Source: an optimization exercise on an open RTL-to-GDS flow (aim: small area, a short achievable clock period and few clock cycles per item). Production flows keep margins and buffers that such runs may drop.
Function was checked by simulation only, so behaviour that the tests miss may differ from the original.
Power and IR drop assume default switching activity.

## flow/design.v (module list and top-level ports; edited modules follow where they fit)
// module fc_sequencer: 56 lines
// module dot_product8: 2725 lines
// module fa_cell: 10 lines
// module ha_cell: 9 lines
// module relu_quantizer: 81 lines
// module fc_layer_top: 60 lines
module fc_layer_top (
    input  logic                  clk,
    input  logic                  rst_n,
    input  logic                  start,
    output logic                  finish,
    input  logic [31:0]           scale,
    output logic                  weight_rd_en,
    output logic [16-1:0] weight_rd_addr0,
    output logic [16-1:0] weight_rd_addr1,
    input  logic [63:0]           weight_rdata,
    output logic                  act_rd_en,
    output logic [16-1:0] act_rd_addr0,
    output logic [16-1:0] act_rd_addr1,
    input  logic [63:0]           act_rdata,
    output logic [3:0]            act_wr_we,
    output logic [16-1:0] act_wr_addr,
    output logic [31:0]           act_wr_data
);
  // ...
==> flow/flow/run.sh <==
#!/bin/bash
# The standard layout, except that the port buffers are the platform's
# smallest plain buffer instead of a delay buffer.
set -euo pipefail
export BUFFER_PORTS_ARGS="-buffer_cell sky130_fd_sc_hd__buf_1"
bash standard.sh > standard.log 2>&1
==> flow/standard.sh <==
#!/bin/bash
# synth_recipe.tcl (not shown) runs the flow's synth.tcl, then flattens the netlist and writes it again
# the make line also repeats each setting of config.mk as NAME=value (left out here)
make -C /OpenROAD-flow-scripts/flow DESIGN_CONFIG=/design/flow/config.mk WORK_HOME=/design/flow/orfs CLKGATE_MAP_FILE= SYNTH_SCRIPT=/design/flow/synth_recipe.tcl "${@:-finish}"
==> flow/config.mk <==
export PLATFORM = sky130hd
export DESIGN_NAME = fc_layer_top
export DESIGN_NICKNAME = fc_layer_top
export VERILOG_FILES = /design/flow/design.v
export SDC_FILE = /design/flow/constraint.sdc
export NUM_CORES = 4
export LEC_CHECK = 0
export CAP_MARGIN = 20
export CORE_MARGIN = 2
export CORE_UTILIZATION = 60
export CTS_CLUSTER_DIAMETER = 100
export CTS_CLUSTER_SIZE = 30
export SLEW_MARGIN = 20
export SYNTH_HIERARCHICAL = 1
==> flow/constraint.sdc <==
create_clock -name core_clock -period 14.5 [get_ports {clk}]
set_input_delay 2.9000 -clock core_clock [delete_from_list [all_inputs] [get_ports {clk}]]
set_output_delay 2.9000 -clock core_clock [all_outputs]
set_load 0.01 [all_outputs]
==> impl_metrics.xml, run 1 <==
<?xml version="1.0" encoding="UTF-8"?>
<metrics>
  <group name="floorplanning">
    <metric name="boundaryPins" unit="">282</metric>
    <metric name="start_util" unit="%">61.0</metric>
    <metric name="placementRows" unit="">73</metric>
  </group>
  <group name="logic_synthesis">
    <metric name="synth.most_common_cell" unit="">sky130_fd_sc_hd__nand2_1</metric>
    <metric name="synth-seq-cells" unit="">344</metric>
    <metric name="synthMuxAreaShare" unit="%">0.524</metric>
    <metric name="ys.warnings.count" unit="">9</metric>
    <metric name="synth_cell_type_count" unit="">71</metric>
  </group>
  <group name="setup_path">
    <metric name="critical_path.n_buffers_inverters" unit="">1</metric>
    <metric name="crit_path_slowest_cell" unit="">sky130_fd_sc_hd__dfxtp_1</metric>
    <metric name="arrival_time_worst_endpoint" unit="ns">1.30</metric>
    <metric name="timing.critical_path.depth" unit="">1</metric>
    <metric name="regToRegStartpoint" unit="">i_dot_product8.r937</metric>
  </group>
  <group name="power">
    <metric name="switching_power" unit="mW">3.14</metric>
    <metric name="p_seq_share" unit="%">22.1</metric>
    <metric name="total_leakage_power" unit="nW">9.58</metric>
  </group>
  <group name="grt">
    <metric name="grt_pass1_wl" unit="µm">100000</metric>
    <metric name="met1_usage" unit="%">40.9</metric>
    <metric name="gr-usage-met3" unit="%">5.40</metric>
  </group>
  <group name="hold_path">
    <metric name="min_path_type" unit="">reg2reg</metric>
  </group>
  <group name="layout">
    <metric name="nFlopsAndLatches" unit="">344</metric>
    <metric name="seqCellArea" unit="µm²">7190</metric>
    <metric name="n_all_buffers" unit="">248</metric>
    <metric name="instances_no_fill" unit="">2784</metric>
  </group>
  <group name="clock_tree">
    <metric name="clkSinkCount" unit="">344</metric>
    <metric name="h-tree-depth" unit="">1</metric>
  </group>
  <group name="routing">
    <metric name="first_iter_violations" unit="">1338</metric>
  </group>
  <group name="timing">
    <metric name="post-route-min-period" unit="ns">4.20</metric>
  </group>
  <group name="status">
    <metric name="outcome" unit="">no timing/DRC/antenna violations</metric>
  </group>
</metrics>
Testbench counts, summed over its fixed seeds: cycles 144,960, layers 24.
==> module relu_quantizer, before the edit <==
module relu_quantizer (
    input  logic                   clk,
    input  logic                   rst_n,
    input  logic [31:0]            scale,
    input  logic [23:0]            acc,
    input  logic                   sum_valid,
    output logic [3:0]             act_wr_we,
    output logic [16-1:0]  act_wr_addr,
    output logic [31:0]            act_wr_data,
    output logic                   finish
);
    localparam logic [7:0] o_first = 8'(692);
    localparam logic [7:0] o_last  = 8'(692 + 120 / 4 - 1);
    logic [22:0] r;        
    logic [22:0] hs;       
    logic [22:0] hc;       
    logic [22:0] x;
    logic [22:0] fs;
    logic [22:0] fc;
    logic        p;        
    logic        sbit;     
    logic [4:0]  k;        
    logic        busy;
    logic        fin;
    logic        sat;
    logic [6:0]  q;        
    logic [1:0]  lane;
    logic [7:0]  oaddr;
    assign x  = sbit ? r : 23'd0;
    assign fs = hs ^ hc ^ x;
    assign fc = (hs & hc) | (x & (hs ^ hc));
    assign p  = fs[0];
    assign act_wr_addr = {6'b000000, 2'b10, oaddr};
    assign act_wr_data = {4{1'b0, q}};
    always_ff @(posedge clk) begin
        if (sum_valid) begin
            r <= acc[23] ? 23'd0 : acc[22:0];
            hs <= '0;
            hc <= '0;
            sat <= 1'b0;
        end else begin
            hs <= {1'b0, fs[22:1]};
            hc <= fc;
            if (busy && (k[4:3] == 2'b11 || k == 5'd0)) begin
                sat <= sat | p;
            end
        end
        sbit <= scale[sum_valid ? 5'd0 : k];
        k <= sum_valid ? 5'd1 : k + 5'd1;
        if (busy && k >= 5'd17 && k <= 5'd23) begin
            q <= {p, q[6:1]};
        end else if (fin && (sat || hs != '0 || hc != '0)) begin
            q <= 7'd127;
        end
    end
    always_ff @(posedge clk) begin
        if (!rst_n) begin
            busy <= 1'b0;
            fin <= 1'b0;
            act_wr_we <= 4'b0000;
            lane <= 2'd0;
            oaddr <= o_first;
            finish <= 1'b0;
        end else begin
            if (sum_valid) begin
                busy <= 1'b1;
            end else if (k == 5'd0) begin
                busy <= 1'b0;
            end
            fin <= busy && k == 5'd0;
            act_wr_we <= fin ? 4'b0001 << lane : 4'b0000;
            finish <= act_wr_we != 4'b0000 && lane == 2'd3 && oaddr == o_last;
            if (act_wr_we != 4'b0000) begin
                lane <= lane + 2'd1;
                if (lane == 2'd3) begin
                    oaddr <= (oaddr == o_last) ? o_first : oaddr + 8'd1;
                end
            end
        end
    end
endmodule
==> run 2, diff against run 1 <==
--- a/flow/design.v
+++ b/flow/design.v
@@ -71,16 +71,17 @@
     logic        v_q;
     logic        f_q;
     logic        l_q;
     logic [23:0] row0;
     logic [23:0] row1;
     logic        v_r;
     logic        f_r;
     logic        l_r;
+    logic        f_r2;     
     logic p0_0_0;
     logic p0_0_1;
     logic p0_0_2;
     logic p0_0_3;
     logic p0_0_4;
     logic p0_0_5;
     logic p0_0_6;
     logic p0_0_7;
@@ -680,16 +681,17 @@
         if (!rst_n) begin
             v_q <= 1'b0;
         end else begin
             v_q <= tag_in_valid;
         end
     end
     always_ff @(posedge clk) begin
         f_r <= f_q;
+        f_r2 <= !v_r || l_r;
         l_r <= l_q;
         if (!rst_n) begin
             v_r <= 1'b0;
         end else begin
             v_r <= v_q;
         end
         r901 <= s331;
         r902 <= s3;
@@ -749,17 +751,18 @@
         r956 <= c894;
         r957 <= s897;
         r958 <= c852;
         r959 <= c896;
         r960 <= s899;
         r961 <= c898;
         r962 <= c900;
     end
-    assign acc_in = f_r ? 24'h399000 : acc;
+    assign acc_in[11:0] = f_r ? 12'h000 : acc[11:0];
+    assign acc_in[23:12] = f_r2 ? 12'h399 : acc[23:12];
     assign p0_0_0 = ~(w_q[0] & a_q[0]);
     assign p0_0_1 = ~(w_q[0] & a_q[1]);
     assign p0_0_2 = ~(w_q[0] & a_q[2]);
     assign p0_0_3 = ~(w_q[0] & a_q[3]);
     assign p0_0_4 = ~(w_q[0] & a_q[4]);
     assign p0_0_5 = ~(w_q[0] & a_q[5]);
     assign p0_0_6 = ~(w_q[0] & a_q[6]);
     assign p0_0_7 = ~(w_q[0] & a_q[7]);
@@ -2729,20 +2732,20 @@
     fa_cell u_s1041 (.a(r905), .b(r906), .c(~acc_in[3]), .s(s1041), .co(c1042));
     assign s1043 = r907 ^ acc_in[4];
     assign c1044 = acc_in[4] & ~r907;
     logic s1045;
     logic c1046;
     fa_cell u_s1045 (.a(~r910), .b(s1011), .c(acc_in[5]), .s(s1045), .co(c1046));
     logic s1047;
     logic c1048;
-    fa_cell u_s1047 (.a(c1012), .b(~acc_in[6]), .c(s1013), .s(s1047), .co(c1048));
+    fa_cell u_s1047 (.a(c1012), .b(s1013), .c(~acc_in[6]), .s(s1047), .co(c1048));
     logic s1049;
     logic c1050;
-    fa_cell u_s1049 (.a(~acc_in[7]), .b(c1014), .c(s1015), .s(s1049), .co(c1050));
+    fa_cell u_s1049 (.a(c1014), .b(s1015), .c(~acc_in[7]), .s(s1049), .co(c1050));
     logic s1051;
     logic c1052;
     fa_cell u_s1051 (.a(c1016), .b(s1017), .c(~s983), .s(s1051), .co(c1052));
     logic s1053;
     logic c1054;
     fa_cell u_s1053 (.a(c1018), .b(~s987), .c(s1019), .s(s1053), .co(c1054));
     logic s1055;
     logic c1056;
@@ -2759,20 +2762,20 @@
     logic s1063;
     logic c1064;
     fa_cell u_s1063 (.a(s1007), .b(c1028), .c(~s1029), .s(s1063), .co(c1064));
     logic s1065;
     logic c1066;
     fa_cell u_s1065 (.a(~c1008), .b(s1031), .c(c1030), .s(s1065), .co(c1066));
     logic s1067;
     logic c1068;
-    fa_cell u_s1067 (.a(acc_in[16]), .b(~s1033), .c(c1032), .s(s1067), .co(c1068));
+    fa_cell u_s1067 (.a(~s1033), .b(acc_in[16]), .c(c1032), .s(s1067), .co(c1068));
     logic s1069;
     logic c1070;
-    fa_cell u_s1069 (.a(r962), .b(acc_in[17]), .c(~c1034), .s(s1069), .co(c1070));
+    fa_cell u_s1069 (.a(r962), .b(~c1034), .c(acc_in[17]), .s(s1069), .co(c1070));
     assign row0 = {acc_in[23], acc_in[22], acc_in[21], acc_in[20], acc_in[19], acc_in[18], s1069, s1067, s1065, s1063, s1061, s1059, s1057, s1055, s1053, s1051, s1049, s1047, s1045, s1043, s1041, s1039, s1037, s1035} ^ 24'h005fde;
     assign row1 = {1'b0, 1'b0, 1'b0, 1'b0, 1'b0, c1070, c1068, c1066, c1064, c1062, c1060, c1058, c1056, c1054, c1052, c1050, c1048, c1046, c1044, c1042, c1040, c1038, c1036, acc_in[0]} ^ 24'h00bf92;
     always_ff @(posedge clk) begin
         acc <= row0 + row1;
         if (!rst_n) begin
             sum_valid <= 1'b0;
         end else begin
             sum_valid <= v_r && l_r;
@@ -2797,49 +2800,51 @@
 );
     assign s = a ^ b;
     assign co = a & b;
 endmodule
 module relu_quantizer (
     input  logic                   clk,
     input  logic                   rst_n,
     input  logic [31:0]            scale,
-    input  logic [23:0]            acc,
+    input  logic [23:0]            acc,      
     input  logic                   sum_valid,
     output logic [3:0]             act_wr_we,
     output logic [16-1:0]  act_wr_addr,
     output logic [31:0]            act_wr_data,
     output logic                   finish
 );
     localparam logic [7:0] o_first = 8'(692);
     localparam logic [7:0] o_last  = 8'(692 + 120 / 4 - 1);
     logic [22:0] r;        
+    logic        pos;      
     logic [22:0] hs;       
     logic [22:0] hc;       
     logic [22:0] x;
     logic [22:0] fs;
     logic [22:0] fc;
     logic        p;        
     logic        sbit;     
     logic [4:0]  k;        
     logic        busy;
     logic        fin;
     logic        sat;
     logic [6:0]  q;        
     logic [1:0]  lane;
     logic [7:0]  oaddr;
-    assign x  = sbit ? r : 23'd0;
+    assign x  = (sbit && pos) ? r : 23'd0;
     assign fs = hs ^ hc ^ x;
     assign fc = (hs & hc) | (x & (hs ^ hc));
     assign p  = fs[0];
     assign act_wr_addr = {6'b000000, 2'b10, oaddr};
     assign act_wr_data = {4{1'b0, q}};
     always_ff @(posedge clk) begin
         if (sum_valid) begin
-            r <= acc[23] ? 23'd0 : acc[22:0];
+            r <= acc[22:0];
+            pos <= !acc[23];
             hs <= '0;
             hc <= '0;
             sat <= 1'b0;
         end else begin
             hs <= {1'b0, fs[22:1]};
             hc <= fc;
             if (busy && (k[4:3] == 2'b11 || k == 5'd0)) begin
                 sat <= sat | p;
==> run 2 against run 1 <==
Net effect:
- via count fell by 1.1%
- global-route usage fell by 2.0 points
- flip-flop and latch count rose by 2
- clock skew rose by 0.0085 ns
- synthesized cell count fell by 0.64%
- maximum frequency rose by 0.16%
- area after synthesis fell by 0.16%
- combinational power fell by 3%
- register-to-register slack improved by 0.13 ns
- wire length fell by 5.0%
- worst setup slack improved by 0.0067 ns
- first-iteration DRC count fell by 10%
==> impl_metrics.xml, run 2 <==
<?xml version="1.0" encoding="UTF-8"?>
<metrics>
  <group name="routing">
    <metric name="routed_wl" unit="µm">62000</metric>
    <metric name="drc" unit="">0</metric>
    <metric name="routed-via-count" unit="">15559</metric>
    <metric name="drt_pass1_iterations" unit="">6</metric>
    <metric name="avgRoutedWirePerCell" unit="µm">22.4</metric>
    <metric name="first_iter_violations" unit="">1202</metric>
    <metric name="route.antenna.remaining_nets" unit="">0</metric>
    <metric name="via_per_inst" unit="">5.61</metric>
  </group>
  <group name="setup_path">
    <metric name="critical_path.max_stage_delay" unit="ns">0.56</metric>
    <metric name="crit_required" unit="ns">11.60</metric>
    <metric name="worstPathMaxFanout" unit="">9</metric>
    <metric name="crit_path_start_kind" unit="">flop</metric>
    <metric name="critical_path.cell_chain" unit="">buf_1</metric>
    <metric name="crit_path_capture_type" unit="">output port</metric>
    <metric name="crit_type" unit="">reg2out</metric>
    <metric name="crit_path_slowest_cell" unit="">sky130_fd_sc_hd__dfxtp_1</metric>
    <metric name="critical-path-top-delay-family" unit="">flip-flops</metric>
    <metric name="arrival_time_worst_endpoint" unit="ns">1.29</metric>
    <metric name="critical_path.n_buffers_inverters" unit="">1</metric>
  </group>
  <group name="timing">
    <metric name="post-route-min-period" unit="ns">4.19</metric>
    <metric name="timing.final.setup_violations" unit="">0</metric>
    <metric name="finalHoldWorstSlack" unit="ns">0.324</metric>
    <metric name="rsz0062_at_grt" unit="">false</metric>
    <metric name="timing.slew.headroom" unit="%">37.9</metric>
    <metric name="fin_skew" unit="ns">0.0343</metric>
    <metric name="fin_crit_sh" unit="%">28.9</metric>
    <metric name="final-hold-violation-count" unit="">0</metric>
    <metric name="fin_setup_tns" unit="ns">0</metric>
    <metric name="worst_pin_slew" unit="ns">0.931</metric>
    <metric name="fmax" unit="MHz">239</metric>
    <metric name="slew_violations" unit="">0</metric>
  </group>
  <group name="layout">
    <metric name="antenna_cells_inserted" unit="">0</metric>
    <metric name="drive_gt1_share" unit="%">2.05</metric>
    <metric name="seqCellArea" unit="µm²">7240</metric>
    <metric name="layout_top_registers" unit="">i_dot_product8.a_q (64), i_dot_product8.w_q (64), i_dot_product8.acc (24)</metric>
    <metric name="finalCoreUtilization" unit="%">63.8</metric>
    <metric name="syn2layout_area_growth" unit="%">4.48</metric>
    <metric name="most_frequent_standard_cell_in_the_layout_excluding_fill_and_tap_cells" unit="">sky130_fd_sc_hd__nand2_1</metric>
    <metric name="layout.cells.most_common_list" unit="">546 x sky130_fd_sc_hd__nand2_1, 516 x sky130_fd_sc_hd__fa_1, 314 x sky130_fd_sc_hd__dfxtp_1</metric>
    <metric name="multi_input_logic_area" unit="µm²">15600</metric>
    <metric name="num-nets-final" unit="">2958</metric>
    <metric name="fillers" unit="">3284</metric>
  </group>
  <group name="power">
    <metric name="power.switching_fraction" unit="%">45.9</metric>
    <metric name="total_leakage_power" unit="nW">9.64</metric>
    <metric name="p_seq_share" unit="%">22.5</metric>
    <metric name="p_int" unit="mW">3.48</metric>
    <metric name="clock_power_share" unit="%">8.9</metric>
    <metric name="vdd_ir_drop_max" unit="mV">0.274</metric>
    <metric name="power-per-cell-area" unit="nW/µm²">254</metric>
    <metric name="power_frac_comb" unit="%">68.6</metric>
    <metric name="switching_power" unit="mW">2.96</metric>
  </group>
  <group name="clock_tree">
    <metric name="clkSinkCount" unit="">346</metric>
    <metric name="hold_buffers" unit="">0</metric>
    <metric name="cts_buffers" unit="">17</metric>
    <metric name="cts_buffer_depth" unit="">3</metric>
    <metric name="ctsRootBufferMaster" unit="">sky130_fd_sc_hd__clkbuf_16</metric>
    <metric name="cts_tree" unit="">done</metric>
    <metric name="path_clk_slew" unit="ns">0.12</metric>
    <metric name="h-tree-depth" unit="">1</metric>
    <metric name="post_cts_resize_count" unit="">0</metric>
    <metric name="clock_latency" unit="ns">0.55</metric>
    <metric name="post_cts_buffers" unit="">0</metric>
  </group>
  <group name="logic_synthesis">
    <metric name="ys.warnings.count" unit="">9</metric>
    <metric name="synth-seq-cells" unit="">346</metric>
    <metric name="synthMuxAreaShare" unit="%">0.597</metric>
    <metric name="synth_area" unit="µm²">24300</metric>
    <metric name="area_share_of_the_largest_cell_type_after_synthesis" unit="%">42.5</metric>
    <metric name="syn-instance-count" unit="">2169</metric>
    <metric name="synth.top_cells.by_area" unit="">sky130_fd_sc_hd__fa_1 43%, sky130_fd_sc_hd__dfxtp_1 26%, sky130_fd_sc_hd__nand2_1 8.4%</metric>
    <metric name="synth_cell_type_count" unit="">70</metric>
    <metric name="synth-compound-area-share" unit="%">3.10</metric>
    <metric name="async_flop_share" unit="%">0</metric>
    <metric name="ys_dominant_reg_cell" unit="">sky130_fd_sc_hd__dfxtp_1</metric>
    <metric name="largest_family_of_logic_cells_by_synthesized_area" unit="">adder cells</metric>
    <metric name="synthAdderAreaFrac" unit="%">44.6</metric>
    <metric name="synth.most_common_cell" unit="">sky130_fd_sc_hd__nand2_1</metric>
    <metric name="synth-seq-area-share" unit="%">29.8</metric>
    <metric name="synth-edff-count" unit="">31</metric>
    <metric name="synth_top_cell_by_area" unit="">sky130_fd_sc_hd__fa_1</metric>
    <metric name="syn-mean-instance-area" unit="µm²">11.2</metric>
    <metric name="synth_simple_gate_area_share" unit="%">14.2</metric>
    <metric name="synth_top_cells_by_count" unit="">546 x sky130_fd_sc_hd__nand2_1, 516 x sky130_fd_sc_hd__fa_1, 315 x sky130_fd_sc_hd__dfxtp_1, 139 x sky130_fd_sc_hd__clkbuf_1, 102 x sky130_fd_sc_hd__inv_1</metric>
    <metric name="synth-xor-area-share" unit="%">1.23</metric>
  </group>
  <group name="floorplanning">
    <metric name="placementRows" unit="">73</metric>
    <metric name="die_y" unit="µm">205</metric>
    <metric name="chipWidth" unit="µm">205</metric>
    <metric name="floorplan.core_area" unit="µm²">39800</metric>
    <metric name="boundaryPins" unit="">282</metric>
    <metric name="start_util" unit="%">61.0</metric>
    <metric name="dieArea" unit="µm²">42100</metric>
  </group>
  <group name="hold_path">
    <metric name="min_path_type" unit="">reg2reg</metric>
  </group>
  <group name="placement">
    <metric name="place.detailed.hpwl" unit="µm">52800</metric>
    <metric name="gpl.final_weighted_congestion" unit="">0.995</metric>
    <metric name="placement.io_buffers" unit="">245</metric>
  </group>
  <group name="grt">
    <metric name="antenna_found_initial" unit="">1</metric>
    <metric name="grt_overflow_total" unit="">0</metric>
    <metric name="grt_pass1_vias" unit="">16817</metric>
    <metric name="grt_pass1_wl" unit="µm">96000</metric>
    <metric name="grt_use_total" unit="%">30.8</metric>
    <metric name="grt_start_max_net_pins" unit="">87</metric>
  </group>
  <group name="status">
    <metric name="outcome" unit="">no timing/DRC/antenna violations</metric>
  </group>
  <group name="run">
    <metric name="cap_violations" unit="">0</metric>
  </group>
</metrics>
run 2: cell types whose count changed after synthesis, moves of 5 or more:
cell,delta
sky130_fd_sc_hd__and2_1,-24
sky130_fd_sc_hd__nor2b_1,-23
sky130_fd_sc_hd__and3_1,+21
sky130_fd_sc_hd__a21oi_1,+9
sky130_fd_sc_hd__buf_2,-7
sky130_fd_sc_hd__nand2_1,+7
sky130_fd_sc_hd__inv_1,+6
sky130_fd_sc_hd__nor2_1,-5
run 2: power by group through the flow:
| stage | logic, mW | clock network, mW | registers, mW |
|---|---|---|---|
| floorplan | 3.42 | 0 | 1.37 |
| global placement | 4.29 | 0 | 1.47 |
| detailed placement | 4.43 | 0 | 1.47 |
| CTS | 4.44 | 0.588 | 1.45 |
| global route | 5.03 | 0.621 | 1.47 |
| finish | 4.42 | 0.572 | 1.45 |
run 2: routing by layer:
metal / wire, µm / track usage [%] / up-vias / part of all wire, %
met1: 23900 / 39.2 / 7978 / 39
li1: - / - / 6693 / -
met3: 4770 / 5.59 / 156 / 7.7
met5: 15 / 0 / - / 0.024
met4: 2010 / 9.89 / 2 / 3.2
met2: 31200 / 53.7 / 730 / 50
run 2: cells by family after synthesis:
logic type / Yosys count
fa+ha+maj: 556
compound gates: 106
flops: 346
mux: 14
other cells: 4
buf+inv: 329
xor+xnor: 34
simple gates: 780
run 2: path summary, 6_finish.rpt:
| check | cells after the start | endpoint | slack (ns) | from |
|---|---|---|---|---|
| worst max register to register | 7 | i_dot_product8.r921 | 10.45 | i_dot_product8.a_q[43] |
| worst max-delay path | 1 | weight_rd_addr0[3] | 10.31 | i_fc_sequencer.waddr[3] |
| worst min register to register | 0 | i_dot_product8.l_q | 0.32 | i_fc_sequencer.tag_last |
| worst min-delay path | 0 | i_dot_product8.l_q | 0.32 | i_fc_sequencer.tag_last |
run 2: metrics by stage:
| stage | std cells | area (µm²) | power [mW] | worst slack [ns] |
|---|---|---|---|---|
| global route | 2772 | 25400 | 7.13 | 10.21 |
| detailed placement | 2745 | 24800 | 5.90 | 10.23 |
| global placement | 2745 | 24800 | 5.76 | 10.28 |
| floorplan | 2201 | 24400 | 4.79 | 10.76 |
| finish | 2772 | 25400 | 6.44 | 10.31 |
| CTS | 2772 | 25400 | 6.48 | 10.28 |
run 2: Yosys stat by module, one instance, submodules excluded, excerpt:
module | cells inside | copies in the design
dot_product8 | 1140 | 1
fa_cell | 1 | 493
fc_sequencer | 153 | 1
relu_quantizer | 383 | 1
run 2: layout make-up:
| class | count | area share [%] |
|---|---|---|
| Clock buffer | 21 | 1.73 |
| Clock inverter | 6 | 0.473 |
| Inverter | 102 | 1.51 |
| Multi-Input combinational cell | 1526 | 61.5 |
| Sequential cell | 346 | 28.5 |
| Tap cell | 525 | 2.59 |
| Timing Repair Buffer | 246 | 3.65 |
Testbench counts of run 2, summed over its fixed seeds: cycles 144,960, layers 24.
==> run 3, diff against run 2 <==
==> flow/flow/run.sh (replaced) <==
#!/bin/bash
# The standard layout, except that:
# - the port buffers are the platform's smallest plain buffer instead of a
#   delay buffer;
# - timing repair aims for some setup slack above zero, so that the few
#   slowest paths get faster than the 14.5 ns they have to meet.
set -euo pipefail
export BUFFER_PORTS_ARGS="-buffer_cell sky130_fd_sc_hd__buf_1"
export SETUP_SLACK_MARGIN=10.55
export SKIP_GATE_CLONING=1
bash standard.sh > standard.log 2>&1
==> run 3 against run 2 <==
Net effect:
- maximum frequency increased by 3.9%
- area after synthesis unchanged
- design area increased by 3.5%
- via count increased by 0.64%
- synthesized cell count unchanged
- global-route usage increased by 0.41 points
- power increased by 3.2%
- largest power group unchanged
==> impl_metrics.xml, run 3 <==
<?xml version="1.0" encoding="UTF-8"?>
<metrics>
  <group name="floorplanning">
    <metric name="boundaryPins" unit="">282</metric>
    <metric name="die_y" unit="µm">205</metric>
    <metric name="placementRows" unit="">73</metric>
    <metric name="floorplan.core_area" unit="µm²">39800</metric>
    <metric name="start_util" unit="%">61.0</metric>
    <metric name="chipWidth" unit="µm">205</metric>
    <metric name="dieArea" unit="µm²">42100</metric>
  </group>
  <group name="logic_synthesis">
    <metric name="synth.top_cells.by_area" unit="">sky130_fd_sc_hd__fa_1 43%, sky130_fd_sc_hd__dfxtp_1 26%, sky130_fd_sc_hd__nand2_1 8.4%</metric>
    <metric name="synth_top_cell_by_area" unit="">sky130_fd_sc_hd__fa_1</metric>
    <metric name="synth_area" unit="µm²">24300</metric>
    <metric name="synth_top_cells_by_count" unit="">546 x sky130_fd_sc_hd__nand2_1, 516 x sky130_fd_sc_hd__fa_1, 315 x sky130_fd_sc_hd__dfxtp_1, 139 x sky130_fd_sc_hd__clkbuf_1, 102 x sky130_fd_sc_hd__inv_1</metric>
    <metric name="synth-edff-count" unit="">31</metric>
    <metric name="async_flop_share" unit="%">0</metric>
    <metric name="syn-mean-instance-area" unit="µm²">11.2</metric>
    <metric name="ys_dominant_reg_cell" unit="">sky130_fd_sc_hd__dfxtp_1</metric>
    <metric name="synth.most_common_cell" unit="">sky130_fd_sc_hd__nand2_1</metric>
    <metric name="synth-seq-area-share" unit="%">29.8</metric>
    <metric name="ys.warnings.count" unit="">9</metric>
    <metric name="synth_cell_type_count" unit="">70</metric>
    <metric name="syn-instance-count" unit="">2169</metric>
    <metric name="area_share_of_the_largest_cell_type_after_synthesis" unit="%">42.5</metric>
    <metric name="synth-seq-cells" unit="">346</metric>
  </group>
  <group name="setup_path">
    <metric name="setup.reg_to_reg.worst_slack" unit="ns">10.59</metric>
    <metric name="arrival_time_worst_endpoint" unit="ns">1.13</metric>
    <metric name="crit_path_capture_type" unit="">output port</metric>
    <metric name="regToRegStartpoint" unit="">i_dot_product8.w_q[42]</metric>
    <metric name="crit_required" unit="ns">11.60</metric>
    <metric name="worstPathMaxFanout" unit="">5</metric>
    <metric name="critical-path-top-delay-family" unit="">flip-flops</metric>
    <metric name="r2r.worst_path.cells" unit="">7</metric>
    <metric name="crit_path_start_kind" unit="">flop</metric>
    <metric name="critical_path.n_buffers_inverters" unit="">1</metric>
    <metric name="capture_point_of_the_worst_reg_to_reg_path" unit="">i_dot_product8.r921</metric>
    <metric name="crit_type" unit="">reg2out</metric>
    <metric name="critical_path.max_stage_delay" unit="ns">0.45</metric>
    <metric name="crit_path_slowest_cell" unit="">sky130_fd_sc_hd__edfxtp_1</metric>
    <metric name="critical_path.cell_chain" unit="">clkbuf_2</metric>
  </group>
  <group name="hold_path">
    <metric name="holdPathStages" unit="">0</metric>
    <metric name="hold_end" unit="">i_dot_product8.f_r</metric>
    <metric name="min_path_type" unit="">reg2reg</metric>
    <metric name="min-delay-start" unit="">i_dot_product8.f_q</metric>
  </group>
  <group name="status">
    <metric name="outcome" unit="">no timing/DRC/antenna violations</metric>
  </group>
  <group name="power">
    <metric name="vdd_ir_drop_max" unit="mV">0.305</metric>
    <metric name="total_leakage_power" unit="nW">10.1</metric>
    <metric name="power-per-cell-area" unit="nW/µm²">253</metric>
  </group>
  <group name="clock_tree">
    <metric name="cts_buffer_depth" unit="">3</metric>
    <metric name="clkSinkCount" unit="">346</metric>
    <metric name="path_clk_slew" unit="ns">0.11</metric>
    <metric name="h-tree-depth" unit="">1</metric>
    <metric name="ctsRootBufferMaster" unit="">sky130_fd_sc_hd__clkbuf_16</metric>
    <metric name="cts_tree" unit="">done</metric>
    <metric name="cts_buffers" unit="">17</metric>
    <metric name="clock_latency" unit="ns">0.55</metric>
  </group>
  <group name="timing">
    <metric name="timing.slew.headroom" unit="%">38.1</metric>
    <metric name="timing.final.setup_violations" unit="">0</metric>
    <metric name="post-route-min-period" unit="ns">4.03</metric>
    <metric name="fin_skew" unit="ns">0.0350</metric>
    <metric name="fin_crit_sh" unit="%">27.8</metric>
    <metric name="fmax" unit="MHz">248</metric>
    <metric name="rsz0062_at_grt" unit="">true</metric>
    <metric name="final-hold-violation-count" unit="">0</metric>
    <metric name="worst_pin_slew" unit="ns">0.927</metric>
    <metric name="fin_setup_tns" unit="ns">0</metric>
    <metric name="slew_violations" unit="">0</metric>
  </group>
  <group name="grt">
    <metric name="grt_use_total" unit="%">31.2</metric>
    <metric name="grt_pass1_wl" unit="µm">97300</metric>
    <metric name="antenna_found_initial" unit="">1</metric>
    <metric name="grt_pass1_vias" unit="">17024</metric>
    <metric name="grt_start_max_net_pins" unit="">87</metric>
    <metric name="grt_overflow_total" unit="">0</metric>
  </group>
  <group name="layout">
    <metric name="layout_top_registers" unit="">i_dot_product8.a_q (64), i_dot_product8.w_q (64), i_dot_product8.acc (24)</metric>
    <metric name="drive_gt1_share" unit="%">12.5</metric>
    <metric name="antenna_cells_inserted" unit="">0</metric>
    <metric name="syn2layout_area_growth" unit="%">8.14</metric>
    <metric name="finalCoreUtilization" unit="%">66.0</metric>
    <metric name="fillers" unit="">3174</metric>
    <metric name="most_frequent_standard_cell_in_the_layout_excluding_fill_and_tap_cells" unit="">sky130_fd_sc_hd__nand2_1</metric>
    <metric name="num-nets-final" unit="">2992</metric>
    <metric name="layout.cells.most_common_list" unit="">546 x sky130_fd_sc_hd__nand2_1, 516 x sky130_fd_sc_hd__fa_1, 189 x sky130_fd_sc_hd__dfxtp_1</metric>
    <metric name="design_area" unit="µm²">26300</metric>
  </group>
  <group name="placement">
    <metric name="place.detailed.hpwl" unit="µm">52800</metric>
    <metric name="place_area" unit="µm²">24800</metric>
    <metric name="placement.io_buffers" unit="">245</metric>
    <metric name="gpl.final_weighted_congestion" unit="">0.995</metric>
  </group>
  <group name="routing">
    <metric name="routed-via-count" unit="">15659</metric>
    <metric name="avgRoutedWirePerCell" unit="µm">22.5</metric>
    <metric name="first_iter_violations" unit="">1203</metric>
    <metric name="route.antenna.remaining_nets" unit="">0</metric>
    <metric name="drc" unit="">0</metric>
    <metric name="via_per_inst" unit="">5.58</metric>
    <metric name="drt_pass1_iterations" unit="">5</metric>
    <metric name="routed_wl" unit="µm">63200</metric>
  </group>
  <group name="run">
    <metric name="cap_violations" unit="">0</metric>
  </group>
</metrics>
-- run 3: cell count changes in the layout (fill, tap and decap cells not counted), sizes merged --
cell    delta
clkbuf    +22
buf       +12
-- run 3: report_power, final --
group          internal [mW]  switching [mW]  total (mW)  leakage [nW]
sequential              1.27           0.178        1.45          2.94
clock                  0.248           0.325       0.573         0.266
combinational           2.12            2.50        4.62          6.93
-- run 3: per-module statistics from Yosys, one instance, submodules excluded, excerpt --
module	cells	cell area, µm²	times used
relu_quantizer	383	4500	1
fc_sequencer	153	1330	1
fa_cell	1	20.0	493
dot_product8	1140	8600	1
-- run 3: kinds of logic after synthesis --
group / count (synthesis) / share of synthesized area [%]
AOI/OAI and AO/OA: 106 / 3.10
xor gates and xnor gates: 34 / 1.23
adders and majority gates: 556 / 44.6
buffers and inverters: 329 / 6.42
DFF: 346 / 29.8
muxes: 14 / 0.597
other: 4 / 0.0618
and+or+nand+nor: 780 / 14.2
-- run 3: cell type report --
type                            instances  area (µm²)  area share [%]
Clock buffer                           21         440            1.68
Multi-Input combinational cell       1526       15700            59.6
Inverter                              102         383            1.46
Sequential cell                       346        7450            28.4
Clock inverter                          6         120           0.457
Tap cell                              525         657            2.50
Timing Repair Buffer                  280        1570            5.98
-- run 3: how the worst max path moves through the flow --
stage | slack [ns] | from | cells past startpoint | end
finish | 10.47 | i_relu_quantizer.q[1] | 1 | act_wr_data[25]
global route | 10.39 | i_relu_quantizer.q[1] | 1 | act_wr_data[17]
CTS | 10.43 | i_relu_quantizer.q[5] | 1 | act_wr_data[29]
detailed placement | 10.23 | rst_n | 5 | i_fc_sequencer.aaddr[5]
global placement | 10.28 | rst_n | 5 | i_fc_sequencer.aaddr[7]
floorplan | 10.76 | scale[11] | 5 | i_relu_quantizer.sbit
-- run 3: what timing repair did --
| action | 4_1_cts | 5_1_grt |
|---|---|---|
| resized for setup | 148 | 132 |
| endpoints found under the setup margin | 86 | 99 |
| buffers inserted | 27 | 7 |
| hold buffers | 0 | 0 |
| pin swaps | 0 | 4 |
-- run 3: metal layers --
layer / GRT usage (%) / part of all wire (%) / up-vias
li1: - / - / 6770
met1: 39.5 / 38 / 7994
met2: 54.7 / 51 / 738
met3: 5.59 / 7.8 / 155
met4: 10.0 / 3.2 / 2
met5: 0 / 0.021 / -
-- run 3: through the flow --
step	total power [mW]	std cells	setup slack (ns)	hold WS [ns]
6_report	6.64	2806	10.47	0.324
5_1_grt	7.34	2806	10.39	0.337
4_1_cts	6.48	2799	10.43	0.329
3_5_place_dp	5.90	2745	10.23	0.312
3_3_place_gp	5.76	2745	10.28	0.313
2_1_floorplan	4.79	2201	10.76	0.310
==> run 4, diff against run 3 <==
--- a/flow/flow/run.sh
+++ b/flow/flow/run.sh
@@ -7,5 +7,5 @@
 set -euo pipefail
 export BUFFER_PORTS_ARGS="-buffer_cell sky130_fd_sc_hd__buf_1"
-export SETUP_SLACK_MARGIN=10.55
+export SETUP_SLACK_MARGIN=10.70
 export SKIP_GATE_CLONING=1
 bash standard.sh > standard.log 2>&1
==> run 4 against run 3 <==
Net effect:
- still clean
- clock skew grew 0.0013 ns
- worst hold slack improved by 0.0061 ns
- register-to-register slack improved by 0.15 ns
- flip-flop and latch count is the same
- die area unchanged
- largest cell class unchanged
- largest power group unchanged
==> impl_metrics.xml, run 4 <==
<?xml version="1.0" encoding="UTF-8"?>
<metrics>
  <group name="grt">
    <metric name="antenna_found_initial" unit="">1</metric>
    <metric name="grt_pass1_vias" unit="">17087</metric>
    <metric name="grt_overflow_total" unit="">0</metric>
    <metric name="grt_use_total" unit="%">31.4</metric>
    <metric name="grt_pass1_wl" unit="µm">98000</metric>
    <metric name="grt_start_max_net_pins" unit="">87</metric>
  </group>
  <group name="layout">
    <metric name="drive_gt1_share" unit="%">15.5</metric>
    <metric name="layout_top_registers" unit="">i_dot_product8.a_q (64), i_dot_product8.w_q (64), i_dot_product8.acc (24)</metric>
    <metric name="antenna_cells_inserted" unit="">0</metric>
    <metric name="num-nets-final" unit="">3006</metric>
    <metric name="instances_no_fill" unit="">2820</metric>
    <metric name="design_area" unit="µm²">26800</metric>
    <metric name="most_frequent_standard_cell_in_the_layout_excluding_fill_and_tap_cells" unit="">sky130_fd_sc_hd__nand2_1</metric>
    <metric name="finalCoreUtilization" unit="%">67.2</metric>
    <metric name="layout.cells.most_common_list" unit="">544 x sky130_fd_sc_hd__nand2_1, 510 x sky130_fd_sc_hd__fa_1, 169 x sky130_fd_sc_hd__buf_1</metric>
    <metric name="syn2layout_area_growth" unit="%">10.2</metric>
  </group>
  <group name="placement">
    <metric name="place.detailed.hpwl" unit="µm">52800</metric>
    <metric name="placement.io_buffers" unit="">245</metric>
    <metric name="place_area" unit="µm²">24800</metric>
    <metric name="gpl.final_weighted_congestion" unit="">0.995</metric>
    <metric name="place_inst" unit="">2745</metric>
    <metric name="placement.setup.worst_slack" unit="ns">10.23</metric>
  </group>
  <group name="status">
    <metric name="outcome" unit="">no timing/DRC/antenna violations</metric>
  </group>
  <group name="power">
    <metric name="vdd_ir_drop_max" unit="mV">0.315</metric>
    <metric name="power-per-cell-area" unit="nW/µm²">263</metric>
    <metric name="switching_power" unit="mW">3.13</metric>
    <metric name="design_power_total" unit="mW">7.04</metric>
    <metric name="power.switching_fraction" unit="%">44.5</metric>
    <metric name="power_frac_comb" unit="%">71.5</metric>
    <metric name="clock_power_share" unit="%">8.1</metric>
    <metric name="total_leakage_power" unit="nW">10.2</metric>
    <metric name="p_int" unit="mW">3.91</metric>
    <metric name="p_seq_share" unit="%">20.4</metric>
  </group>
  <group name="timing">
    <metric name="setup_ws" unit="ns">10.46</metric>
    <metric name="timing.slew.headroom" unit="%">38.5</metric>
    <metric name="final-hold-violation-count" unit="">0</metric>
    <metric name="post-route-min-period" unit="ns">4.04</metric>
    <metric name="slew_violations" unit="">0</metric>
    <metric name="timing.final.setup_violations" unit="">0</metric>
    <metric name="fin_crit_sh" unit="%">27.8</metric>
    <metric name="worst_pin_slew" unit="ns">0.922</metric>
    <metric name="rsz0062_at_grt" unit="">true</metric>
    <metric name="fin_skew" unit="ns">0.0363</metric>
    <metric name="fmax" unit="MHz">248</metric>
    <metric name="fin_setup_tns" unit="ns">0</metric>
    <metric name="finalHoldWorstSlack" unit="ns">0.330</metric>
  </group>
  <group name="run">
    <metric name="cap_violations" unit="">0</metric>
  </group>
  <group name="setup_path">
    <metric name="crit_path_capture_type" unit="">output port</metric>
    <metric name="crit_path_slowest_cell" unit="">sky130_fd_sc_hd__edfxtp_1</metric>
    <metric name="crit_required" unit="ns">11.60</metric>
    <metric name="critical-path-top-delay-family" unit="">flip-flops</metric>
    <metric name="setup.reg_to_reg.worst_slack" unit="ns">10.74</metric>
    <metric name="arrival_time_worst_endpoint" unit="ns">1.14</metric>
    <metric name="critical_path.cell_chain" unit="">clkbuf_2</metric>
    <metric name="worstPathMaxFanout" unit="">5</metric>
    <metric name="crit_type" unit="">reg2out</metric>
    <metric name="critical_path.n_buffers_inverters" unit="">1</metric>
    <metric name="critical_path.max_stage_delay" unit="ns">0.45</metric>
    <metric name="crit_path_start_kind" unit="">flop</metric>
  </group>
  <group name="floorplanning">
    <metric name="die_y" unit="µm">205</metric>
    <metric name="floorplan.core_area" unit="µm²">39800</metric>
    <metric name="dieArea" unit="µm²">42100</metric>
    <metric name="start_util" unit="%">61.0</metric>
    <metric name="boundaryPins" unit="">282</metric>
    <metric name="placementRows" unit="">73</metric>
    <metric name="chipWidth" unit="µm">205</metric>
  </group>
  <group name="logic_synthesis">
    <metric name="synth_area" unit="µm²">24300</metric>
    <metric name="synth-seq-area-share" unit="%">29.8</metric>
    <metric name="synth_cell_type_count" unit="">70</metric>
    <metric name="syn-mean-instance-area" unit="µm²">11.2</metric>
    <metric name="ys_dominant_reg_cell" unit="">sky130_fd_sc_hd__dfxtp_1</metric>
    <metric name="synth.most_common_cell" unit="">sky130_fd_sc_hd__nand2_1</metric>
    <metric name="synth_top_cells_by_count" unit="">546 x sky130_fd_sc_hd__nand2_1, 516 x sky130_fd_sc_hd__fa_1, 315 x sky130_fd_sc_hd__dfxtp_1, 139 x sky130_fd_sc_hd__clkbuf_1, 102 x sky130_fd_sc_hd__inv_1</metric>
    <metric name="synth-seq-cells" unit="">346</metric>
    <metric name="syn-instance-count" unit="">2169</metric>
    <metric name="synth.top_cells.by_area" unit="">sky130_fd_sc_hd__fa_1 43%, sky130_fd_sc_hd__dfxtp_1 26%, sky130_fd_sc_hd__nand2_1 8.4%</metric>
    <metric name="area_share_of_the_largest_cell_type_after_synthesis" unit="%">42.5</metric>
    <metric name="synth_top_cell_by_area" unit="">sky130_fd_sc_hd__fa_1</metric>
    <metric name="async_flop_share" unit="%">0</metric>
    <metric name="synth-edff-count" unit="">31</metric>
    <metric name="ys.warnings.count" unit="">9</metric>
  </group>
  <group name="hold_path">
    <metric name="min_path_type" unit="">reg2reg</metric>
  </group>
  <group name="routing">
    <metric name="routed-via-count" unit="">15853</metric>
    <metric name="via_per_inst" unit="">5.62</metric>
    <metric name="route.antenna.remaining_nets" unit="">0</metric>
    <metric name="drc" unit="">0</metric>
    <metric name="avgRoutedWirePerCell" unit="µm">22.5</metric>
    <metric name="drt_pass1_iterations" unit="">7</metric>
    <metric name="first_iter_violations" unit="">1139</metric>
    <metric name="routed_wl" unit="µm">63500</metric>
  </group>
  <group name="clock_tree">
    <metric name="clkSinkCount" unit="">346</metric>
    <metric name="path_clk_slew" unit="ns">0.11</metric>
    <metric name="h-tree-depth" unit="">1</metric>
    <metric name="cts_tree" unit="">done</metric>
    <metric name="cts_buffer_depth" unit="">3</metric>
    <metric name="ctsRootBufferMaster" unit="">sky130_fd_sc_hd__clkbuf_16</metric>
    <metric name="hold_buffers" unit="">0</metric>
    <metric name="cts_buffers" unit="">17</metric>
    <metric name="clock_latency" unit="ns">0.55</metric>
  </group>
</metrics>
## run 4: worst paths after layout
path / startpoint / depth (start not counted) / end
max: i_relu_quantizer.q[4] / 1 / act_wr_data[28]
min: i_dot_product8.f_q / 0 / i_dot_product8.f_r
max reg2reg: i_dot_product8.w_q[53] / 7 / i_dot_product8.r921
min reg2reg: i_dot_product8.f_q / 0 / i_dot_product8.f_r
## run 4: repair_timing
item,4_1_cts,5_1_grt
setup endpoints to repair,114,120
gates resized for setup,286,142
buffers inserted,34,14
pin swaps,5,22
## run 4: cell families after synthesis
family | count (synthesis) | share of synthesized area [%]
buffers and inverters | 329 | 6.42
flip-flops | 346 | 29.8
AND/OR/NAND/NOR | 780 | 14.2
multiplexers | 14 | 0.597
adder cells (fa/ha/maj) | 556 | 44.6
other | 4 | 0.0618
XOR/XNOR | 34 | 1.23
AO/OA/AOI/OAI | 106 | 3.10
## run 4: area by class of cell
type,instances,area [µm²]
inverters,102,387
well taps,525,657
flip-flops and latches,346,7710
clock buffers,21,440
repair buffers,294,1740
clock inverters,6,120
multi-input cells,1526,15700
fillers,3103,13100
## run 4: power by group through the flow
stage          registers (mW)  clock network (mW)  logic [mW]
2_1_floorplan            1.37                   0        3.42
3_3_place_gp             1.47                   0        4.29
3_5_place_dp             1.47                   0        4.43
4_1_cts                  1.45               0.588        4.60
5_1_grt                  1.47               0.621        5.66
6_report                 1.44               0.571        5.03
## run 4: routing by layer
layer	up-vias	track usage (%)	wire, µm
met5	-	0	13
li1	6800	-	-
met3	171	6.16	5260
met2	748	55.4	32300
met1	8132	39.3	23800
met4	2	9.71	2140
## run 4: modules after synthesis (local to each module, per instance), a selection
| module | cell area, µm² | times used | cells inside | flip-flops and latches |
|---|---|---|---|---|
| fc_sequencer | 1330 | 1 | 153 | 24 |
| relu_quantizer | 4500 | 1 | 383 | 100 |
| dot_product8 | 8600 | 1 | 1140 | 222 |
| fa_cell | 20.0 | 493 | 1 | 0 |
==> run 5, diff against run 4 <==
--- a/flow/flow/run.sh
+++ b/flow/flow/run.sh
@@ -7,5 +7,5 @@
 set -euo pipefail
 export BUFFER_PORTS_ARGS="-buffer_cell sky130_fd_sc_hd__buf_1"
-export SETUP_SLACK_MARGIN=10.70
+export SETUP_SLACK_MARGIN=10.40
 export SKIP_GATE_CLONING=1
 bash standard.sh > standard.log 2>&1
==> run 5 against run 4 <==
Net effect:
- via count is 1.5% lower
- critical path depth stayed put
- worst hold slack worse by 0.00050 ns
- sequential share of layout area is 0.20 points lower
- sequential power hardly changed
- still clean on timing, DRC and antenna
- largest power group unchanged
==> impl_metrics.xml, run 5 <==
<?xml version="1.0" encoding="UTF-8"?>
<metrics>
  <group name="routing">
    <metric name="routed-via-count" unit="">15612</metric>
    <metric name="first_iter_violations" unit="">1210</metric>
    <metric name="drc" unit="">0</metric>
    <metric name="route.antenna.remaining_nets" unit="">0</metric>
    <metric name="avgRoutedWirePerCell" unit="µm">22.4</metric>
    <metric name="via_per_inst" unit="">5.63</metric>
    <metric name="routed_wl" unit="µm">62200</metric>
    <metric name="drt_pass1_iterations" unit="">5</metric>
  </group>
  <group name="logic_synthesis">
    <metric name="area_share_of_the_largest_cell_type_after_synthesis" unit="%">42.5</metric>
    <metric name="synth-seq-cells" unit="">346</metric>
    <metric name="synth_top_cells_by_count" unit="">546 x sky130_fd_sc_hd__nand2_1, 516 x sky130_fd_sc_hd__fa_1, 315 x sky130_fd_sc_hd__dfxtp_1, 139 x sky130_fd_sc_hd__clkbuf_1, 102 x sky130_fd_sc_hd__inv_1</metric>
    <metric name="synth_area" unit="µm²">24300</metric>
    <metric name="synth.top_cells.by_area" unit="">sky130_fd_sc_hd__fa_1 43%, sky130_fd_sc_hd__dfxtp_1 26%, sky130_fd_sc_hd__nand2_1 8.4%</metric>
    <metric name="async_flop_share" unit="%">0</metric>
    <metric name="synth.most_common_cell" unit="">sky130_fd_sc_hd__nand2_1</metric>
    <metric name="ys_dominant_reg_cell" unit="">sky130_fd_sc_hd__dfxtp_1</metric>
    <metric name="synth_cell_type_count" unit="">70</metric>
    <metric name="synth-edff-count" unit="">31</metric>
    <metric name="syn-instance-count" unit="">2169</metric>
    <metric name="ys.warnings.count" unit="">9</metric>
    <metric name="syn-mean-instance-area" unit="µm²">11.2</metric>
    <metric name="synth-seq-area-share" unit="%">29.8</metric>
    <metric name="synth_top_cell_by_area" unit="">sky130_fd_sc_hd__fa_1</metric>
  </group>
  <group name="grt">
    <metric name="grt_pass1_vias" unit="">16824</metric>
    <metric name="gr-usage-met3" unit="%">5.59</metric>
    <metric name="globalRoute.busiestLayer" unit="">met2</metric>
    <metric name="grt_use_total" unit="%">30.8</metric>
    <metric name="grt_overflow_total" unit="">0</metric>
    <metric name="grt_pass1_wl" unit="µm">96000</metric>
    <metric name="grt_start_max_net_pins" unit="">87</metric>
    <metric name="antenna_found_initial" unit="">1</metric>
    <metric name="met1_usage" unit="%">39.2</metric>
    <metric name="groute.layer.met2.usage" unit="%">53.8</metric>
  </group>
  <group name="floorplanning">
    <metric name="boundaryPins" unit="">282</metric>
    <metric name="placementRows" unit="">73</metric>
    <metric name="die_y" unit="µm">205</metric>
    <metric name="chipWidth" unit="µm">205</metric>
    <metric name="floorplan.core_area" unit="µm²">39800</metric>
    <metric name="dieArea" unit="µm²">42100</metric>
    <metric name="start_util" unit="%">61.0</metric>
  </group>
  <group name="timing">
    <metric name="fin_skew" unit="ns">0.0358</metric>
    <metric name="final-hold-violation-count" unit="">0</metric>
    <metric name="rsz0062_at_grt" unit="">true</metric>
    <metric name="worst_pin_slew" unit="ns">0.925</metric>
    <metric name="fin_setup_tns" unit="ns">0</metric>
    <metric name="fin_crit_sh" unit="%">27.9</metric>
    <metric name="timing.final.setup_violations" unit="">0</metric>
    <metric name="slew_violations" unit="">0</metric>
    <metric name="timing.slew.headroom" unit="%">38.2</metric>
    <metric name="post-route-min-period" unit="ns">4.04</metric>
    <metric name="fmax" unit="MHz">247</metric>
  </group>
  <group name="setup_path">
    <metric name="critical_path.max_stage_delay" unit="ns">0.43</metric>
    <metric name="critical-path-top-delay-family" unit="">flip-flops</metric>
    <metric name="crit_required" unit="ns">11.60</metric>
    <metric name="regToRegStartpoint" unit="">i_dot_product8.w_q[41]</metric>
    <metric name="crit_type" unit="">reg2out</metric>
    <metric name="worstPathMaxFanout" unit="">6</metric>
    <metric name="critical_path.n_buffers_inverters" unit="">1</metric>
    <metric name="crit_path_capture_type" unit="">output port</metric>
    <metric name="critical_path.cell_chain" unit="">buf_1</metric>
    <metric name="crit_path_start_kind" unit="">flop</metric>
    <metric name="r2r.worst_path.cells" unit="">7</metric>
    <metric name="crit_path_slowest_cell" unit="">sky130_fd_sc_hd__dfxtp_1</metric>
    <metric name="capture_point_of_the_worst_reg_to_reg_path" unit="">i_dot_product8.r921</metric>
    <metric name="setup.reg_to_reg.worst_slack" unit="ns">10.50</metric>
    <metric name="arrival_time_worst_endpoint" unit="ns">1.14</metric>
  </group>
  <group name="clock_tree">
    <metric name="ctsRootBufferMaster" unit="">sky130_fd_sc_hd__clkbuf_16</metric>
    <metric name="cts_buffer_depth" unit="">3</metric>
    <metric name="cts_buffers" unit="">17</metric>
    <metric name="h-tree-depth" unit="">1</metric>
    <metric name="clock_latency" unit="ns">0.55</metric>
    <metric name="path_clk_slew" unit="ns">0.11</metric>
    <metric name="clkSinkCount" unit="">346</metric>
    <metric name="cts_tree" unit="">done</metric>
    <metric name="hold_buffers" unit="">0</metric>
    <metric name="post_cts_buffers" unit="">0</metric>
  </group>
  <group name="layout">
    <metric name="num-nets-final" unit="">2958</metric>
    <metric name="drive_gt1_share" unit="%">3.74</metric>
    <metric name="antenna_cells_inserted" unit="">0</metric>
    <metric name="seqCellArea" unit="µm²">7270</metric>
    <metric name="fillers" unit="">3286</metric>
    <metric name="syn2layout_area_growth" unit="%">4.69</metric>
    <metric name="multi_input_logic_area" unit="µm²">15600</metric>
    <metric name="most_frequent_standard_cell_in_the_layout_excluding_fill_and_tap_cells" unit="">sky130_fd_sc_hd__nand2_1</metric>
    <metric name="layout_top_registers" unit="">i_dot_product8.a_q (64), i_dot_product8.w_q (64), i_dot_product8.acc (24)</metric>
    <metric name="layout.cells.most_common_list" unit="">546 x sky130_fd_sc_hd__nand2_1, 516 x sky130_fd_sc_hd__fa_1, 288 x sky130_fd_sc_hd__dfxtp_1</metric>
  </group>
  <group name="power">
    <metric name="switching_power" unit="mW">2.96</metric>
    <metric name="clock_power_share" unit="%">8.9</metric>
    <metric name="power_frac_comb" unit="%">68.7</metric>
    <metric name="power-per-cell-area" unit="nW/µm²">253</metric>
    <metric name="p_seq_share" unit="%">22.4</metric>
    <metric name="vdd_ir_drop_max" unit="mV">0.274</metric>
    <metric name="total_leakage_power" unit="nW">9.68</metric>
    <metric name="p_int" unit="mW">3.48</metric>
    <metric name="power.switching_fraction" unit="%">46.0</metric>
    <metric name="design_power_total" unit="mW">6.45</metric>
  </group>
  <group name="status">
    <metric name="outcome" unit="">no timing/DRC/antenna violations</metric>
  </group>
  <group name="run">
    <metric name="cap_violations" unit="">0</metric>
  </group>
  <group name="placement">
    <metric name="place.detailed.hpwl" unit="µm">52800</metric>
    <metric name="gpl.final_weighted_congestion" unit="">0.995</metric>
    <metric name="placement.io_buffers" unit="">245</metric>
  </group>
  <group name="hold_path">
    <metric name="min_path_type" unit="">reg2reg</metric>
    <metric name="hold_end" unit="">i_dot_product8.l_q</metric>
    <metric name="min-delay-start" unit="">i_fc_sequencer.tag_last</metric>
    <metric name="holdPathStages" unit="">0</metric>
  </group>
</metrics>
run 5: how the worst max path moves through the flow:
stage               slack [ns]               startpoint  depth (start not counted)                      end
detailed placement       10.23                    rst_n                          5  i_fc_sequencer.aaddr[5]
floorplan                10.76                scale[11]                          5    i_relu_quantizer.sbit
global route             10.39    i_relu_quantizer.q[2]                          1          act_wr_data[10]
finish                   10.46  i_fc_sequencer.aaddr[7]                          1          act_rd_addr0[7]
global placement         10.28                    rst_n                          5  i_fc_sequencer.aaddr[7]
CTS                      10.41  i_fc_sequencer.aaddr[4]                          1          act_rd_addr1[4]
run 5: power groups by stage:
stage	Combinational, mW	Clock (mW)	Sequential, mW
after global placement	4.29	0	1.47
after floorplan	3.42	0	1.37
after CTS	4.44	0.588	1.45
after global routing	5.03	0.621	1.47
final	4.43	0.572	1.45
after detailed placement	4.43	0	1.47
run 5: cell type report:
class / count / share of cell area [%]
clock inverter: 6 / 0.472
inverter: 102 / 1.51
clock buffer: 21 / 1.73
timing repair buffer: 246 / 3.70
sequential: 346 / 28.6
multi-input combinational: 1526 / 61.4
tap: 525 / 2.58
run 5: through the flow:
stage	std cells	area [µm²]	hold WS (ns)	worst slack [ns]	util, %
2_1_floorplan	2201	24400	0.310	10.76	-
3_3_place_gp	2745	24800	0.313	10.28	62.3
3_5_place_dp	2745	24800	0.312	10.23	62.3
4_1_cts	2772	25400	0.329	10.41	63.8
5_1_grt	2772	25400	0.334	10.39	63.9
6_report	2772	25400	0.329	10.46	63.9
run 5: per-layer routing:
metal	vias to the layer above	wire, µm	part of all wire, %
li1	6700	-	-
met1	7986	23900	38
met2	764	31300	50
met3	160	4830	7.8
met4	2	2090	3.4
met5	-	15	0.024
run 5: cell families (layout without fill, tap and decap cells):
kind of cell / count (synthesis) / count (layout) / synth area share (%)
simple gates: 780 / 780 / 14.2
fa+ha+maj: 556 / 556 / 44.6
flops: 346 / 346 / 29.8
buf+inv: 329 / 375 / 6.42
compound gates: 106 / 106 / 3.10
xor+xnor: 34 / 34 / 1.23
mux: 14 / 14 / 0.597
other cells: 4 / 36 / 0.0618
run 5: timing repair:
action,4_1_cts,5_1_grt
pin swaps,0,0
setup endpoints to repair,21,38
gates cloned,0,0
gates resized for setup,12,27
run 5: modules after synthesis, one instance, submodules excluded, a selection:
module | cells inside | times used
dot_product8 | 1140 | 1
fa_cell | 1 | 493
fc_sequencer | 153 | 1
relu_quantizer | 383 | 1

==> what the ideal ports hide <==
How much do the figures lean on ideal ports? The routed layouts below were timed once more, with nothing changed but the port constraints.
Step 1 (the two cells are an assumption about what drives the block):
set clk [get_ports {clk}]
set_driving_cell -lib_cell sky130_fd_sc_hd__clkbuf_16 $clk
set_driving_cell -lib_cell sky130_fd_sc_hd__buf_2 [delete_from_list [all_inputs] $clk]
Step 2 moves the port delays by t, midway between the first and last clock arrival at a register: inputs arrive t later, outputs are due t later. That takes back most of the time a late clock gives input paths.
Slacks: no drivers / after step 1 / after step 2; pairs: no drivers / after step 1.
run | shift t [ns] | setup WS [ns] | hold WS [ns] | worst setup path at the end | worst data-port slew with drivers (ns)
run 1 | 0.599 | 10.304 / 10.244 / 10.323 | 0.340 / 0.340 / 0.340 | register to register | 0.07
run 2 | 0.593 | 10.310 / 10.246 / 10.231 | 0.324 / 0.324 / 0.324 | input to register | 0.05
run 3 | 0.591 | 10.466 / 10.404 / 10.187 | 0.324 / 0.324 / 0.324 | input to register | 0.04
run 4 | 0.591 | 10.464 / 10.404 / 10.314 | 0.330 / 0.330 / 0.330 | input to register | 0.04
run 5 | 0.593 | 10.457 / 10.394 / 10.228 | 0.329 / 0.329 / 0.329 | input to register | 0.05
After both steps every run listed still meets setup and hold. For run 3, which loses most, drivers alone change the setup slack by -0.062 ns; drivers and shift together by -0.279 ns.
